Context: an optimization exercise on an open-source flow, tuned for small area and few clock cycles per item. The choices shown serve that exercise and are no tape-out recipe. Where RTL was checked, it was by simulation tests only, not by an equivalence proof against the original. No functional check of the RTL was part of run 2.

## flow/design.v (module list and top-level ports; edited modules follow where they fit)
// module fp_mult_pipe: 1722 lines
module fp_mult_pipe #(
    parameter int EXP_W = 8,
    parameter int MAN_W = 23
) (
    input  logic                 clk,
    input  logic                 rst,
    input  logic                 in_valid,
    output logic                 in_ready,
    input  logic [EXP_W+MAN_W:0] a,
    input  logic [EXP_W+MAN_W:0] b,
    input  logic [2:0]           rnd,
    output logic                 out_valid,
    input  logic                 out_ready,
    output logic [EXP_W+MAN_W:0] z,
    output logic [7:0]           status
);
  // ...
==> flow/flow/run.sh <==
#!/bin/bash
# The standard layout (standard.sh: the standard flow's synthesis and ORFS flow), with every
# input and output port buffered by a plain buf_1 instead of the default port
# buffer cell, and the timing-driven global placement's resizer changes not
# kept (GPL_KEEP_OVERFLOW=0): repair_timing after CTS fixes what is needed.
# The make output is kept in flow_make.log; each ORFS step writes its own log
# under orfs/logs/.
set -euo pipefail
export BUFFER_PORTS_ARGS="-buffer_cell sky130_fd_sc_hd__buf_1"
export GPL_KEEP_OVERFLOW=0
bash standard.sh finish > flow_make.log 2>&1
==> flow/standard.sh <==
#!/bin/bash
# synth_recipe.tcl (not shown) runs the flow's synth.tcl, then flattens the netlist and writes it again
# the make line also repeats each setting of config.mk as NAME=value (left out here)
make -C /OpenROAD-flow-scripts/flow DESIGN_CONFIG=/design/flow/config.mk WORK_HOME=/design/flow/orfs CLKGATE_MAP_FILE= SYNTH_SCRIPT=/design/flow/synth_recipe.tcl "${@:-finish}"
==> flow/config.mk <==
export PLATFORM = sky130hd
export DESIGN_NAME = fp_mult_pipe
export DESIGN_NICKNAME = fp_mult_pipe
export VERILOG_FILES = /design/flow/design.v
export SDC_FILE = /design/flow/constraint.sdc
export NUM_CORES = 4
export LEC_CHECK = 0
export ABC_AREA = 1
export CAP_MARGIN = 20
export CORE_MARGIN = 2
export CORE_UTILIZATION = 70
export CTS_BUF_LIST = sky130_fd_sc_hd__clkbuf_4 sky130_fd_sc_hd__clkbuf_8
export SLEW_MARGIN = 20
==> flow/constraint.sdc <==
create_clock -name core_clock -period 7.5 [get_ports {clk}]
set_input_delay 1.5000 -clock core_clock [delete_from_list [all_inputs] [get_ports {clk}]]
set_output_delay 1.5000 -clock core_clock [all_outputs]
set_load 0.01 [all_outputs]
==> metrics.cfg, run 1 <==
[run_status]
status = no timing/DRC/antenna violations

[worst_setup_path]
cpMostUsedCell = fa_1
path_buf_inv = 4
cp.depth = 25
rr_startpoint = v_r
arrival_ns = 7.44
r2r-end = prod_r[9]
critPathMaxStageDelay_ns = 0.53
slowest_stage = fa_1
r2r_slack_ns = 6.35
startpoint = a[4]

[logic_synthesis]
synth_ff_type = edfxtp_1
synthMuxAreaShare_pct = 0.1151
netlist_area_um2 = 17390
synthTopCellsByCount = inv_1 (392), xor2_1 (280), nand2_1 (277)
syn_area_per_cell_um2 = 7.902

[timing]
holdWs_ns = 0.7199
rsz0062_at_grt = yes
fin_skew_ns = 0.01049
period_share_pct = 98.21

[grt]
track_usage_pct = 41.58
met2_usage_pct = 66.84
overflow = 0
use_met1_pct = 52.72

[place]
placedInstanceArea_um2 = 17780
dp.cells = 2507
place.gp.congestion = 0.9665
portBuffers = 110

[layout]
mostFrequentLayoutCells = inv_1 (377), xor2_1 (278), o22ai_1 (257)
diodes = 0
largest_register = prod_r
seqCellArea_um2 = 1251
nFlopsAndLatches = 42
n_all_inverters = 437

[routing]
dr_wl_met2_mm = 24.65
dr.pass1.iters = 9
drt_iter0_markers = 2161
wl_per_cell_um = 21.67

[clocking]
cts_buffer_depth = 2
clock-sinks = 42
worstSkewPairLatency_ns = 0.31

[floorplan]
ios = 113

Testbench counts, summed over its fixed seeds: cycles 12,008, items 12,000.
==> run 2, diff against run 1 <==
--- a/flow/design.v
+++ b/flow/design.v
@@ -1475,179 +1475,119 @@
     assign ad_G33 = ad_g44 | (ad_p44 & ad_g43);
     logic ad_P33;
     assign ad_P33 = ad_p44 & ad_p43;
     logic ad_G34;
     assign ad_G34 = ad_g46 | (ad_p46 & ad_g45);
     logic ad_P34;
     assign ad_P34 = ad_p46 & ad_p45;
     logic ad_G35;
-    assign ad_G35 = ad_g23 | (ad_p23 & ad_G22);
+    assign ad_G35 = ad_G23 | (ad_P23 & ad_G22);
     logic ad_G36;
-    assign ad_G36 = ad_G23 | (ad_P23 & ad_G22);
+    assign ad_G36 = ad_G25 | (ad_P25 & ad_G24);
+    logic ad_P36;
+    assign ad_P36 = ad_P25 & ad_P24;
     logic ad_G37;
-    assign ad_G37 = ad_g27 | (ad_p27 & ad_G24);
+    assign ad_G37 = ad_G27 | (ad_P27 & ad_G26);
     logic ad_P37;
-    assign ad_P37 = ad_p27 & ad_P24;
+    assign ad_P37 = ad_P27 & ad_P26;
     logic ad_G38;
-    assign ad_G38 = ad_G25 | (ad_P25 & ad_G24);
+    assign ad_G38 = ad_G29 | (ad_P29 & ad_G28);
     logic ad_P38;
-    assign ad_P38 = ad_P25 & ad_P24;
+    assign ad_P38 = ad_P29 & ad_P28;
     logic ad_G39;
-    assign ad_G39 = ad_g31 | (ad_p31 & ad_G26);
+    assign ad_G39 = ad_G31 | (ad_P31 & ad_G30);
     logic ad_P39;
-    assign ad_P39 = ad_p31 & ad_P26;
+    assign ad_P39 = ad_P31 & ad_P30;
     logic ad_G40;
-    assign ad_G40 = ad_G27 | (ad_P27 & ad_G26);
+    assign ad_G40 = ad_G33 | (ad_P33 & ad_G32);
     logic ad_P40;
-    assign ad_P40 = ad_P27 & ad_P26;
+    assign ad_P40 = ad_P33 & ad_P32;
     logic ad_G41;
-    assign ad_G41 = ad_g35 | (ad_p35 & ad_G28);
-    logic ad_P41;
-    assign ad_P41 = ad_p35 & ad_P28;
+    assign ad_G41 = ad_G36 | (ad_P36 & ad_G35);
     logic ad_G42;
-    assign ad_G42 = ad_G29 | (ad_P29 & ad_G28);
+    assign ad_G42 = ad_G38 | (ad_P38 & ad_G37);
     logic ad_P42;
-    assign ad_P42 = ad_P29 & ad_P28;
+    assign ad_P42 = ad_P38 & ad_P37;
     logic ad_G43;
-    assign ad_G43 = ad_g39 | (ad_p39 & ad_G30);
+    assign ad_G43 = ad_G40 | (ad_P40 & ad_G39);
     logic ad_P43;
-    assign ad_P43 = ad_p39 & ad_P30;
+    assign ad_P43 = ad_P40 & ad_P39;
     logic ad_G44;
-    assign ad_G44 = ad_G31 | (ad_P31 & ad_G30);
-    logic ad_P44;
-    assign ad_P44 = ad_P31 & ad_P30;
+    assign ad_G44 = ad_G42 | (ad_P42 & ad_G41);
     logic ad_G45;
-    assign ad_G45 = ad_g43 | (ad_p43 & ad_G32);
-    logic ad_P45;
-    assign ad_P45 = ad_p43 & ad_P32;
+    assign ad_G45 = ad_G43 | (ad_P43 & ad_G44);
     logic ad_G46;
-    assign ad_G46 = ad_G33 | (ad_P33 & ad_G32);
-    logic ad_P46;
-    assign ad_P46 = ad_P33 & ad_P32;
+    assign ad_G46 = ad_G37 | (ad_P37 & ad_G41);
     logic ad_G47;
-    assign ad_G47 = ad_g47 | (ad_p47 & ad_G34);
-    logic ad_P47;
-    assign ad_P47 = ad_p47 & ad_P34;
+    assign ad_G47 = ad_G39 | (ad_P39 & ad_G44);
     logic ad_G48;
-    assign ad_G48 = ad_g25 | (ad_p25 & ad_G36);
+    assign ad_G48 = ad_G24 | (ad_P24 & ad_G35);
     logic ad_G49;
-    assign ad_G49 = ad_G24 | (ad_P24 & ad_G36);
+    assign ad_G49 = ad_G26 | (ad_P26 & ad_G41);
     logic ad_G50;
-    assign ad_G50 = ad_G37 | (ad_P37 & ad_G36);
+    assign ad_G50 = ad_G28 | (ad_P28 & ad_G46);
     logic ad_G51;
-    assign ad_G51 = ad_G38 | (ad_P38 & ad_G36);
+    assign ad_G51 = ad_G30 | (ad_P30 & ad_G44);
     logic ad_G52;
-    assign ad_G52 = ad_g33 | (ad_p33 & ad_G40);
-    logic ad_P52;
-    assign ad_P52 = ad_p33 & ad_P40;
+    assign ad_G52 = ad_G32 | (ad_P32 & ad_G47);
     logic ad_G53;
-    assign ad_G53 = ad_G28 | (ad_P28 & ad_G40);
-    logic ad_P53;
-    assign ad_P53 = ad_P28 & ad_P40;
+    assign ad_G53 = ad_G34 | (ad_P34 & ad_G45);
     logic ad_G54;
-    assign ad_G54 = ad_G41 | (ad_P41 & ad_G40);
-    logic ad_P54;
-    assign ad_P54 = ad_P41 & ad_P40;
+    assign ad_G54 = ad_g23 | (ad_p23 & ad_G22);
     logic ad_G55;
-    assign ad_G55 = ad_G42 | (ad_P42 & ad_G40);
-    logic ad_P55;
-    assign ad_P55 = ad_P42 & ad_P40;
+    assign ad_G55 = ad_g25 | (ad_p25 & ad_G35);
     logic ad_G56;
-    assign ad_G56 = ad_g41 | (ad_p41 & ad_G44);
-    logic ad_P56;
-    assign ad_P56 = ad_p41 & ad_P44;
+    assign ad_G56 = ad_g27 | (ad_p27 & ad_G48);
     logic ad_G57;
-    assign ad_G57 = ad_G32 | (ad_P32 & ad_G44);
-    logic ad_P57;
-    assign ad_P57 = ad_P32 & ad_P44;
+    assign ad_G57 = ad_g29 | (ad_p29 & ad_G41);
     logic ad_G58;
-    assign ad_G58 = ad_G45 | (ad_P45 & ad_G44);
-    logic ad_P58;
-    assign ad_P58 = ad_P45 & ad_P44;
+    assign ad_G58 = ad_g31 | (ad_p31 & ad_G49);
     logic ad_G59;
-    assign ad_G59 = ad_G46 | (ad_P46 & ad_G44);
-    logic ad_P59;
-    assign ad_P59 = ad_P46 & ad_P44;
+    assign ad_G59 = ad_g33 | (ad_p33 & ad_G46);
     logic ad_G60;
-    assign ad_G60 = ad_g29 | (ad_p29 & ad_G51);
+    assign ad_G60 = ad_g35 | (ad_p35 & ad_G50);
     logic ad_G61;
-    assign ad_G61 = ad_G26 | (ad_P26 & ad_G51);
+    assign ad_G61 = ad_g37 | (ad_p37 & ad_G44);
     logic ad_G62;
-    assign ad_G62 = ad_G39 | (ad_P39 & ad_G51);
+    assign ad_G62 = ad_g39 | (ad_p39 & ad_G51);
     logic ad_G63;
-    assign ad_G63 = ad_G40 | (ad_P40 & ad_G51);
+    assign ad_G63 = ad_g41 | (ad_p41 & ad_G47);
     logic ad_G64;
-    assign ad_G64 = ad_G52 | (ad_P52 & ad_G51);
+    assign ad_G64 = ad_g43 | (ad_p43 & ad_G52);
     logic ad_G65;
-    assign ad_G65 = ad_G53 | (ad_P53 & ad_G51);
+    assign ad_G65 = ad_g45 | (ad_p45 & ad_G45);
     logic ad_G66;
-    assign ad_G66 = ad_G54 | (ad_P54 & ad_G51);
-    logic ad_G67;
-    assign ad_G67 = ad_G55 | (ad_P55 & ad_G51);
-    logic ad_G68;
-    assign ad_G68 = ad_g45 | (ad_p45 & ad_G59);
-    logic ad_P68;
-    assign ad_P68 = ad_p45 & ad_P59;
-    logic ad_G69;
-    assign ad_G69 = ad_G34 | (ad_P34 & ad_G59);
-    logic ad_P69;
-    assign ad_P69 = ad_P34 & ad_P59;
-    logic ad_G70;
-    assign ad_G70 = ad_G47 | (ad_P47 & ad_G59);
-    logic ad_P70;
-    assign ad_P70 = ad_P47 & ad_P59;
-    logic ad_G71;
-    assign ad_G71 = ad_g37 | (ad_p37 & ad_G67);
-    logic ad_G72;
-    assign ad_G72 = ad_G30 | (ad_P30 & ad_G67);
-    logic ad_G73;
-    assign ad_G73 = ad_G43 | (ad_P43 & ad_G67);
-    logic ad_G74;
-    assign ad_G74 = ad_G44 | (ad_P44 & ad_G67);
-    logic ad_G75;
-    assign ad_G75 = ad_G56 | (ad_P56 & ad_G67);
-    logic ad_G76;
-    assign ad_G76 = ad_G57 | (ad_P57 & ad_G67);
-    logic ad_G77;
-    assign ad_G77 = ad_G58 | (ad_P58 & ad_G67);
-    logic ad_G78;
-    assign ad_G78 = ad_G59 | (ad_P59 & ad_G67);
-    logic ad_G79;
-    assign ad_G79 = ad_G68 | (ad_P68 & ad_G67);
-    logic ad_G80;
-    assign ad_G80 = ad_G69 | (ad_P69 & ad_G67);
-    logic ad_G81;
-    assign ad_G81 = ad_G70 | (ad_P70 & ad_G67);
+    assign ad_G66 = ad_g47 | (ad_p47 & ad_G53);
     assign prod_hi_s[0] = ad_p22 ^ ad_G21;
     assign prod_hi_s[1] = ad_p23 ^ ad_G22;
-    assign prod_hi_s[2] = ad_p24 ^ ad_G35;
-    assign prod_hi_s[3] = ad_p25 ^ ad_G36;
-    assign prod_hi_s[4] = ad_p26 ^ ad_G48;
-    assign prod_hi_s[5] = ad_p27 ^ ad_G49;
-    assign prod_hi_s[6] = ad_p28 ^ ad_G50;
-    assign prod_hi_s[7] = ad_p29 ^ ad_G51;
-    assign prod_hi_s[8] = ad_p30 ^ ad_G60;
-    assign prod_hi_s[9] = ad_p31 ^ ad_G61;
-    assign prod_hi_s[10] = ad_p32 ^ ad_G62;
-    assign prod_hi_s[11] = ad_p33 ^ ad_G63;
-    assign prod_hi_s[12] = ad_p34 ^ ad_G64;
-    assign prod_hi_s[13] = ad_p35 ^ ad_G65;
-    assign prod_hi_s[14] = ad_p36 ^ ad_G66;
-    assign prod_hi_s[15] = ad_p37 ^ ad_G67;
-    assign prod_hi_s[16] = ad_p38 ^ ad_G71;
-    assign prod_hi_s[17] = ad_p39 ^ ad_G72;
-    assign prod_hi_s[18] = ad_p40 ^ ad_G73;
-    assign prod_hi_s[19] = ad_p41 ^ ad_G74;
-    assign prod_hi_s[20] = ad_p42 ^ ad_G75;
-    assign prod_hi_s[21] = ad_p43 ^ ad_G76;
-    assign prod_hi_s[22] = ad_p44 ^ ad_G77;
-    assign prod_hi_s[23] = ad_p45 ^ ad_G78;
-    assign prod_hi_s[24] = ad_p46 ^ ad_G79;
-    assign prod_hi_s[25] = ad_p47 ^ ad_G80;
+    assign prod_hi_s[2] = ad_p24 ^ ad_G54;
+    assign prod_hi_s[3] = ad_p25 ^ ad_G35;
+    assign prod_hi_s[4] = ad_p26 ^ ad_G55;
+    assign prod_hi_s[5] = ad_p27 ^ ad_G48;
+    assign prod_hi_s[6] = ad_p28 ^ ad_G56;
+    assign prod_hi_s[7] = ad_p29 ^ ad_G41;
+    assign prod_hi_s[8] = ad_p30 ^ ad_G57;
+    assign prod_hi_s[9] = ad_p31 ^ ad_G49;
+    assign prod_hi_s[10] = ad_p32 ^ ad_G58;
+    assign prod_hi_s[11] = ad_p33 ^ ad_G46;
+    assign prod_hi_s[12] = ad_p34 ^ ad_G59;
+    assign prod_hi_s[13] = ad_p35 ^ ad_G50;
+    assign prod_hi_s[14] = ad_p36 ^ ad_G60;
+    assign prod_hi_s[15] = ad_p37 ^ ad_G44;
+    assign prod_hi_s[16] = ad_p38 ^ ad_G61;
+    assign prod_hi_s[17] = ad_p39 ^ ad_G51;
+    assign prod_hi_s[18] = ad_p40 ^ ad_G62;
+    assign prod_hi_s[19] = ad_p41 ^ ad_G47;
+    assign prod_hi_s[20] = ad_p42 ^ ad_G63;
+    assign prod_hi_s[21] = ad_p43 ^ ad_G52;
+    assign prod_hi_s[22] = ad_p44 ^ ad_G64;
+    assign prod_hi_s[23] = ad_p45 ^ ad_G45;
+    assign prod_hi_s[24] = ad_p46 ^ ad_G65;
+    assign prod_hi_s[25] = ad_p47 ^ ad_G53;
     logic        sign_r;
     logic [1:0]  sp_r, rc_r;
     logic [8:0]  esum_r;
     logic [25:0] prod_r;         
     logic        low_r;          
     always_ff @(posedge clk) begin
         if (adv_s) begin
             sign_r <= sign_s;
==> flow/flow/run.sh (replaced) <==
#!/bin/bash
# The standard layout (standard.sh: the standard flow's synthesis and ORFS flow), with every
# input and output port buffered by a plain buf_1 instead of the default port
# buffer cell. The make output is kept in flow_make.log; each ORFS step writes
# its own log under orfs/logs/.
set -euo pipefail
export BUFFER_PORTS_ARGS="-buffer_cell sky130_fd_sc_hd__buf_1"
bash standard.sh finish > flow_make.log 2>&1
==> flow/config.mk (replaced) <==
export PLATFORM = sky130hd
export DESIGN_NAME = fp_mult_pipe
export DESIGN_NICKNAME = fp_mult_pipe
export VERILOG_FILES = /design/flow/design.v
export SDC_FILE = /design/flow/constraint.sdc
export NUM_CORES = 4
export LEC_CHECK = 0
export ABC_AREA = 1
export CAP_MARGIN = 20
export CORE_MARGIN = 2
export CORE_UTILIZATION = 40
export SLEW_MARGIN = 20
==> metrics.cfg, run 2 <==
[run_status]
status = no timing/DRC/antenna violations

[layout]
mostFrequentLayoutCells = inv_1 (370), xor2_1 (292), o22ai_1 (250)
reg.largest.list = prod_r x26, esum_r x9
largest_reg_flops = 26
nNetsFinal = 2817
drive_above_1_share_pct = 17.05
syn2layout_area_growth_pct = 18.04
final_common_cell = inv_1
largest_register = prod_r

[logic_synthesis]
yosysUniqueCellTypes = 50
syn_area_per_cell_um2 = 8.115  ; +2.7%
ys_seq_area_share_pct = 7.270
synth_ff_type = edfxtp_1
yosys.area.top_type = fa_1
ys_ff_latch = 42
yosysMostFrequentCell = inv_1
netlist_area_um2 = 17210  ; -1.0%
synthTopCellsByCount = inv_1 (373), xor2_1 (295), o22ai_1 (268)
postSynth.asyncResetShare_pct = 0
synth_edf_count = 41
yosys.area.top_type_share_pct = 30.59
synth_warnings = 1
ys_top_cells_by_area = fa_1 (31%), xor2_1 (15%), o22ai_1 (9.7%)
syn_inst = 2121

[routing]
drt_wl_total_mm = 56.85
drc = 0
vias = 15690
wl_per_cell_um = 19.58  ; -9.6%
dr.pass1.iters = 6  ; -3
ant_nets = 0
routed_via_density = 5.404
drt_iter0_markers = 1363  ; -37%

[grt]
overflow = 0  ; unchanged
grt_max_degree = 43
track_usage_pct = 25.50  ; -16 points
grt_pass1_vias = 15690
antenna_found_initial = 2
grt_pass1_wl_mm = 88.15

[worst_setup_path]
path_buf_inv = 5  ; +1
startpoint = b[5]
critical_path_class = input pin to flop
startpoint_type = input pin
r2r-end = prod_r[12]
worstPathMaxFanout = 4
cp-end-kind = flop
cpMostUsedCell = nand2_2
cp_top_family = adder cells
rr_startpoint = v_r
cp.depth = 32  ; +28%
reg2reg_depth = 1
cp.required_ns = 7.54
critPathMaxStageDelay_ns = 0.58  ; +0.05 ns
worstSetupEndpoint = prod_r[22]
r2r_slack_ns = 6.06  ; -0.29 ns
slowest_stage = fa_1
arrival_ns = 7.35  ; -0.09 ns

[place]
portBuffers = 110  ; unchanged
dp_hpwl_mm = 47.61
place.gp.congestion = 0.9922  ; +2.7%

[clocking]
cts_hold_buf = 0
worstSkewPairLatency_ns = 0.29  ; -0.02 ns
h-tree-depth = 2
cts_buffer_depth = 2  ; unchanged
clockRootBuffer = clkbuf_16
clock-sinks = 42  ; unchanged
cts_tree = built
path_clk_slew_ns = 0.07
cts_made_buffers = 5

[min_path]
min_path_type = flop to flop

[floorplan]
num_rows = 75
die_x_um = 211.4
core_um2 = 42230
ios = 113  ; unchanged
die_y_um = 211.4
die_area_um2 = 44700
start_util_pct = 40.76

[timing]
fin_skew_ns = 0.008747  ; -0.001747 ns
fin_setup_tns_ns = 0
period_needed_ns = 7.312
hold_viol_final = 0
tightest_slew_ns = 1.007
slew_headroom_pct = 32.25
setup_violations = 0
holdWs_ns = 1.200  ; +0.4800 ns
max_freq_mhz = 136.8
period_share_pct = 97.49  ; -0.72 points
final_max_slew_viol_count = 0

[run]
max_cap_viol_count = 0

## run 2: changes by cell type after synthesis, sizes merged, moves of 6 or more
cell    change
a21oi      -14
clkbuf      -6
clkinv     +14
fa          +8
inv        -37
nand2      -46
nand3      -13
nor2        +6
nor3       +10
o21ai      -10
xnor2       -8
xor2       +16
## run 2: layout make-up
type                       count  area, µm²
fill                        4125      21910
multi-input combinational   1545      14260
timing repair buffer         367       2439
inverter                     402       1521
sequential                    42       1251
tap                          539      674.4
clock buffer                   6      128.9
clock inverter                 2      37.54
antenna                        1      2.502
## run 2: cells by family (layout without fill, tap and decap cells)
group,Yosys count,count (layout),synth area share (%)
buffers and inverters,535,777,12.12
AND/OR/NAND/NOR,465,465,11.78
AO/OA/AOI/OAI,390,390,13.85
adder cells (fa/ha/maj),383,383,39.31
XOR/XNOR,303,303,15.53
flip-flops,42,42,7.270
multiplexers,2,2,0.1163
other,1,3,0.02179
## run 2: worst min path at each step
stage	slack, ns	to	from	depth (start not counted)
6_report	1.20	v_r	v_r	2
5_1_grt	1.33	v_r	v_r	2
4_1_cts	1.25	v_r	v_r	2
3_5_place_dp	1.24	v_r	v_r	2
3_3_place_gp	1.22	v_r	v_r	2
2_1_floorplan	1.41	v_r	v_r	2
## run 2: repair_timing
action,in CTS,in global routing
gates resized for setup,17,84
setup endpoints to repair,5,52
buffers inserted,2,15
pin swaps,16,47
## run 2: metal layers
| metal | track usage [%] | vias to the layer above | part of all wire [%] |
|---|---|---|---|
| met5 | 0 | - | 0 |
| met4 | 9.713 | 0 | 4.2 |
| met3 | 3.605 | 123 | 8.5 |
| met2 | 40.69 | 778 | 45 |
| met1 | 35.13 | 7474 | 43 |
| li1 | - | 7319 | - |
## run 2: stage by stage
step	utilization [%]	cell area (µm²)	setup WS [ns]	cells
finish	48.11	20320	0.1880	2904
global route	48.11	20310	-0.07613	2903
CTS	47.05	19870	0.008130	2888
detailed placement	46.47	19620	-0.3950	2878
global placement	46.47	19620	-0.3222	2878
floorplan	-	17290	0.001910	2122

## afterwards: timing with drivers on the ports
In the flow no input, the clock included, has a driving cell. The finished layouts below were timed again as built, in two steps.
Step 1 (the two cells are an assumption about what drives the block):
set clk [get_ports {clk}]
set_driving_cell -lib_cell sky130_fd_sc_hd__clkbuf_16 $clk
set_driving_cell -lib_cell sky130_fd_sc_hd__buf_2 [delete_from_list [all_inputs] $clk]
Step 2 adds t to the input delays and takes it off the output delays; t is the mean of the earliest and latest rising clock arrival at the registers after step 1. Input paths then give back, and output paths get back, about the clock's delay inside the block.
Three values: ideal ports, drivers, drivers and shift; two values: the first two.
run | shift t [ns] | setup WS [ns] | cell pins on the clock port's net
run 1 | 0.346 | 0.134 / 0.148 / -0.197 | 1
run 2 | 0.325 | 0.188 / 0.208 / -0.117 | 1
With both steps, setup timing fails in run 1 and run 2, where it was met with ideal ports. The setup slack of run 1, which loses most, moves by +0.014 ns with the drivers and by -0.331 ns with both steps.
